Background: an optimization exercise with open tools, aiming at small area and a short achievable clock period. Do not read the settings as production practice.
In this exercise RTL edits were held to simulation tests only and were not proved equivalent to the original.
Power is estimated from default activity; no workload was simulated.

==> build 53: inputs <==
Design instr_fetch_mem, start of the top module:
module instr_fetch_mem #(
    parameter int                     INSTR_WIDTH = DEF_INSTR_WIDTH,
    parameter int                     DEPTH       = DEF_DEPTH,
    parameter int                     PC_WIDTH    = 32,
    parameter int                     WAIT_STATES = 1,
    parameter logic [INSTR_WIDTH-1:0] NOP_WORD    = INSTR_WIDTH'(DEF_NOP_WORD),
    localparam int                    AW          = $clog2(DEPTH)
) (
    input  logic                   CLK,
    input  logic                   RESET,
    input  logic [PC_WIDTH-1:0]    PC,
    input  logic                   READ,
    output logic [INSTR_WIDTH-1:0] INSTRUCTION,
    output logic                   VALID,
    output logic                   BUSYWAIT,
    output logic                   FAULT,
    input  logic                   LOAD_EN,
    input  logic [AW-1:0]          LOAD_ADDR,
    input  logic [INSTR_WIDTH-1:0] LOAD_DATA
);
    instr_mem_pkg::fetch_state_e state_q, state_d;
    logic [CNT_W-1:0]       cnt_q, cnt_d;
    logic [PC_WIDTH-1:0]    pc_q, pc_d;
    logic [INSTR_WIDTH-1:0] instr_q, instr_d;
    logic                   valid_q, valid_d;
    logic                   fault_q, fault_d;
    logic [INSTR_WIDTH-1:0] rd_dat;
    logic                   pc_oor;
    assign pc_oor = (pc_q >= PC_WIDTH'(DEPTH));
    instr_mem_array #(
        .INSTR_WIDTH (INSTR_WIDTH),
        .DEPTH       (DEPTH),
        .AW          (AW)
    ) u_array (
        .clk     (CLK),
        .wr_en   (LOAD_EN && !RESET),
        .wr_addr (LOAD_ADDR),
        .wr_dat  (LOAD_DATA),
        .rd_addr (pc_q[AW-1:0]),
        .rd_dat  (rd_dat)
    );
    always_comb begin
        state_d = state_q;
        cnt_d   = cnt_q;
        pc_d    = pc_q;
        instr_d = instr_q;
        valid_d = 1'b0;
  ...
==> module instr_mem_array, before the edit <==
module instr_mem_array #(
    parameter int INSTR_WIDTH = DEF_INSTR_WIDTH,
    parameter int DEPTH       = DEF_DEPTH,
    parameter int AW          = $clog2(DEPTH)
) (
    input  logic                   clk,
    input  logic                   wr_en,
    input  logic [AW-1:0]          wr_addr,
    input  logic [INSTR_WIDTH-1:0] wr_dat,
    input  logic [AW-1:0]          rd_addr,
    output logic [INSTR_WIDTH-1:0] rd_dat
);
    logic [INSTR_WIDTH-1:0] mem_q [DEPTH];
    always_ff @(posedge clk) begin
        if (wr_en) begin
            mem_q[wr_addr] <= wr_dat;
        end
    end
    assign rd_dat = mem_q[rd_addr];
endmodule
==> module instr_fetch_mem, before the edit <==
module instr_fetch_mem #(
    parameter int                     INSTR_WIDTH = DEF_INSTR_WIDTH,
    parameter int                     DEPTH       = DEF_DEPTH,
    parameter int                     PC_WIDTH    = 32,
    parameter int                     WAIT_STATES = 1,
    parameter logic [INSTR_WIDTH-1:0] NOP_WORD    = INSTR_WIDTH'(DEF_NOP_WORD),
    localparam int                    AW          = $clog2(DEPTH)
) (
    input  logic                   CLK,
    input  logic                   RESET,
    input  logic [PC_WIDTH-1:0]    PC,
    input  logic                   READ,
    output logic [INSTR_WIDTH-1:0] INSTRUCTION,
    output logic                   VALID,
    output logic                   BUSYWAIT,
    output logic                   FAULT,
    input  logic                   LOAD_EN,
    input  logic [AW-1:0]          LOAD_ADDR,
    input  logic [INSTR_WIDTH-1:0] LOAD_DATA
);
    instr_mem_pkg::fetch_state_e state_q, state_d;
    logic [CNT_W-1:0]       cnt_q, cnt_d;
    logic [PC_WIDTH-1:0]    pc_q, pc_d;
    logic [INSTR_WIDTH-1:0] instr_q, instr_d;
    logic                   valid_q, valid_d;
    logic                   fault_q, fault_d;
    logic [INSTR_WIDTH-1:0] rd_dat;
    logic                   pc_oor;
    assign pc_oor = (pc_q >= PC_WIDTH'(DEPTH));
    instr_mem_array #(
        .INSTR_WIDTH (INSTR_WIDTH),
        .DEPTH       (DEPTH),
        .AW          (AW)
    ) u_array (
        .clk     (CLK),
        .wr_en   (LOAD_EN && !RESET),
        .wr_addr (LOAD_ADDR),
        .wr_dat  (LOAD_DATA),
        .rd_addr (pc_q[AW-1:0]),
        .rd_dat  (rd_dat)
    );
    always_comb begin
        state_d = state_q;
        cnt_d   = cnt_q;
        pc_d    = pc_q;
        instr_d = instr_q;
        valid_d = 1'b0;
        fault_d = fault_q;
        case (state_q)
            S_IDLE: begin
                if (READ) begin
                    state_d = S_WAIT;
                    pc_d    = PC;
                    cnt_d   = CNT_W'(WAIT_STATES);
                end
            end
            S_WAIT: begin
                if (cnt_q == '0) begin
                    state_d = S_IDLE;
                    valid_d = 1'b1;
                    if (pc_oor) begin
                        instr_d = NOP_WORD;
                        fault_d = 1'b1;
                    end else begin
                        instr_d = rd_dat;
                    end
                end else begin
                    cnt_d = cnt_q - CNT_W'(1);
                end
            end
            default: state_d = S_IDLE;
        endcase
    end
    always_ff @(posedge CLK) begin
        if (RESET) begin
            state_q <= S_IDLE;
            cnt_q   <= '0;
            pc_q    <= '0;
            instr_q <= NOP_WORD;
            valid_q <= 1'b0;
            fault_q <= 1'b0;
        end else begin
            state_q <= state_d;
            cnt_q   <= cnt_d;
            pc_q    <= pc_d;
            instr_q <= instr_d;
            valid_q <= valid_d;
            fault_q <= fault_d;
        end
    end
    assign INSTRUCTION = instr_q;
    assign VALID       = valid_q;
    assign BUSYWAIT    = (state_q == S_WAIT);
    assign FAULT       = fault_q;
endmodule
Settings: LEC_CHECK=0, CAP_MARGIN=20, CORE_MARGIN=2, CORE_UTILIZATION=45, PLACE_DENSITY=0.6, SLEW_MARGIN=20; clock period 4.5 ns.
run.sh (not shown) runs the stock make flow with config.mk's settings and CLKGATE_MAP_FILE= SYNTH_SCRIPT=/design/flow/synth_recipe.tcl, a recipe that flattens the netlist after the stock synthesis.
==> inputs of build 78, as changes to build 53 <==
==> flow/design.v (replaced) <==
package instr_mem_pkg;
    localparam int              DEF_INSTR_WIDTH = 19;
    localparam int              DEF_DEPTH       = 128;
    localparam logic [18:0]     DEF_NOP_WORD    = 19'h0_0000;
endpackage
import instr_mem_pkg::*;
module instr_mem_array #(
    parameter int INSTR_WIDTH = DEF_INSTR_WIDTH,
    parameter int DEPTH       = DEF_DEPTH,
    parameter int AW          = $clog2(DEPTH),
    parameter int NB          = 4,
    parameter int NC          = 4
) (
    input  logic                        clk,
    input  logic                        wr_en,
    input  logic [AW-1:0]               wr_addr,
    input  logic [INSTR_WIDTH-1:0]      wr_dat,
    input  logic [NC*DEPTH/NB-1:0]      rd_line,
    output logic [NB*INSTR_WIDTH-1:0]   rd_bank
);
    localparam int BD = DEPTH / NB;
    logic [INSTR_WIDTH-1:0] mem_q [DEPTH];
    always_ff @(posedge clk) begin
        if (wr_en) begin
            mem_q[wr_addr] <= wr_dat;
        end
    end
    always_comb begin
        for (int b = 0; b < NB; b++) begin
            rd_bank[b*INSTR_WIDTH +: INSTR_WIDTH] = '0;
            for (int i = 0; i < BD; i++) begin
                rd_bank[b*INSTR_WIDTH +: INSTR_WIDTH] = rd_bank[b*INSTR_WIDTH +: INSTR_WIDTH]
                    | (mem_q[b*BD+i] & {INSTR_WIDTH{rd_line[(b % NC)*BD+i]}});
            end
        end
    end
endmodule
import instr_mem_pkg::*;
module instr_fetch_mem #(
    parameter int                     INSTR_WIDTH = DEF_INSTR_WIDTH,
    parameter int                     DEPTH       = DEF_DEPTH,
    parameter int                     PC_WIDTH    = 32,
    parameter int                     WAIT_STATES = 1,
    parameter logic [INSTR_WIDTH-1:0] NOP_WORD    = INSTR_WIDTH'(DEF_NOP_WORD),
    localparam int                    AW          = $clog2(DEPTH)
) (
    input  logic                   CLK,
    input  logic                   RESET,
    input  logic [PC_WIDTH-1:0]    PC,
    input  logic                   READ,
    output logic [INSTR_WIDTH-1:0] INSTRUCTION,
    output logic                   VALID,
    output logic                   BUSYWAIT,
    output logic                   FAULT,
    input  logic                   LOAD_EN,
    input  logic [AW-1:0]          LOAD_ADDR,
    input  logic [INSTR_WIDTH-1:0] LOAD_DATA
);
    localparam int NB  = 4;                   
    localparam int NC  = 2;                   
    localparam int BD  = DEPTH / NB;          
    localparam int BW  = $clog2(BD);          
    localparam int NBW = $clog2(NB);
    logic                      busy_q;     
    logic                      first_q;    
    logic [AW-1:0]             pc_q;       
    logic                      oor_q;      
    logic                      oor2_q;     
    logic [NC*BD-1:0]          line_q;     
    logic [NB-1:0]             bank_q;     
    logic [NB-1:0]             bank2_q;    
    logic [NB*INSTR_WIDTH-1:0] cand_q;     
    logic                      byp_q;      
    logic [INSTR_WIDTH-1:0]    byp_dat_q;
    logic [INSTR_WIDTH-1:0]    instr_q;
    logic                      valid_q;
    logic                      fault_q;
    logic [NB*INSTR_WIDTH-1:0] rd_bank;
    logic [INSTR_WIDTH-1:0]    rd_dat;
    logic                      pc_oor;
    logic                      wr_en;
    logic                      accept;
    logic                      done;
    assign accept = READ && !busy_q;
    assign done   = busy_q && !first_q;
    assign wr_en  = LOAD_EN && !RESET;
    assign pc_oor = (PC >= PC_WIDTH'(DEPTH));
    instr_mem_array #(
        .INSTR_WIDTH (INSTR_WIDTH),
        .DEPTH       (DEPTH),
        .AW          (AW),
        .NB          (NB),
        .NC          (NC)
    ) u_array (
        .clk     (CLK),
        .wr_en   (wr_en),
        .wr_addr (LOAD_ADDR),
        .wr_dat  (LOAD_DATA),
        .rd_line (line_q),
        .rd_bank (rd_bank)
    );
    always_ff @(posedge CLK) begin
        pc_q   <= PC[AW-1:0];
        oor_q  <= pc_oor;
        oor2_q <= oor_q;
        for (int c = 0; c < NC; c++) begin
            for (int i = 0; i < BD; i++) begin
                line_q[c*BD+i] <= (PC[BW-1:0] == BW'(i)) && ((PC[AW-1:BW] % NC) == c)
                                  && ((NC < NB) || !pc_oor);
            end
        end
        for (int b = 0; b < NB; b++) begin
            bank_q[b] <= !pc_oor && (PC[AW-1:BW] == NBW'(b));
        end
        bank2_q   <= bank_q;
        cand_q    <= rd_bank;
        byp_q     <= wr_en && !oor_q && (LOAD_ADDR == pc_q);
        byp_dat_q <= LOAD_DATA;
    end
    always_comb begin
        rd_dat = '0;
        for (int b = 0; b < NB; b++) begin
            rd_dat = rd_dat | (cand_q[b*INSTR_WIDTH +: INSTR_WIDTH]
                               & {INSTR_WIDTH{(NC == NB) || bank2_q[b]}});
        end
        if (byp_q) rd_dat = byp_dat_q;
    end
    always_ff @(posedge CLK) begin
        if (RESET) begin
            busy_q  <= 1'b0;
            first_q <= 1'b0;
            valid_q <= 1'b0;
            fault_q <= 1'b0;
            instr_q <= NOP_WORD;
        end else begin
            busy_q  <= accept || first_q;
            first_q <= accept;
            valid_q <= done;
            if (done) begin
                instr_q <= rd_dat;
                fault_q <= fault_q || oor2_q;
            end
        end
    end
    assign INSTRUCTION = instr_q;
    assign VALID       = valid_q;
    assign BUSYWAIT    = busy_q;
    assign FAULT       = fault_q;
endmodule
Settings changed: CORE_UTILIZATION 45 to 65, CTS_CLUSTER_DIAMETER from default to 100, CTS_CLUSTER_SIZE from default to 25, PLACE_DENSITY 0.6 to 0.8, SETUP_SLACK_MARGIN from default to 2.4.
==> summary.md <==
| Metric | Value |
|---|---|
| Non-clock buffers, area share | 3.44% |
| Outcome | no timing/DRC/antenna violations |
| Global Route Usage Sum | 24.8% |
| Avg Inst Size Synth | 22.0 µm² |
| Global placer's final weighted congestion | 0.925 |
| Main combinational cell family by area after synthesis | multiplexers |
| Maximum vdd drop | 0.400 mV |
| Clk pwr | 21.1 mW |
(the above is from build 53)
==> summary.md <==
| Metric | Value |
|---|---|
| Outcome | no timing/DRC/antenna violations |
| Avg Inst Size Synth | 18.7 µm² |
| Clk pwr | 12.2 mW |
| Leakage power | 31.0 nW |
| Met2 usage in global routing | 59.4% |
| Met3 wire length | 60100 µm |
| Global placer's final weighted congestion | 0.944 |
| Global Route Usage Sum | 41.2% |
| Maximum vdd drop | 0.404 mV |
| DPL Wire Length | 174000 µm |
(the above is from build 78)

[afterwards: timing with drivers on the ports]
How much do the figures lean on ideal ports? The routed layouts below were timed once more, with nothing changed but the port constraints.
Step 1 sets driving cells, clkbuf_16 on the clock port and buf_2 on the other inputs (assumed; they add their load-dependent delay and slew).
Step 2 times the ports against the registers' clock, not the clock port: input delays grow and output delays shrink by t, the midpoint of the rising clock arrivals with the driver on.
Three values: ideal ports, drivers, drivers and shift; two values: the first two.
| run | shift t [ns] | slack for setup (ns) | hold WS [ns] | worst setup path at the end | clock arrival spread, ns |
|---|---|---|---|---|---|
| build 53 | 0.993 | 0.516 / 0.516 / 0.370 | 0.454 / 0.454 / 0.454 | input to register | 0.074 / 0.074 |
| build 78 | 0.868 | 2.240 / 2.163 / 1.466 | 0.332 / 0.332 / 0.332 | input to register | 0.050 / 0.050 |
After both steps setup and hold are still met in every run listed. For build 78, which loses most, drivers alone change the setup slack by -0.077 ns; drivers and shift together by -0.774 ns.
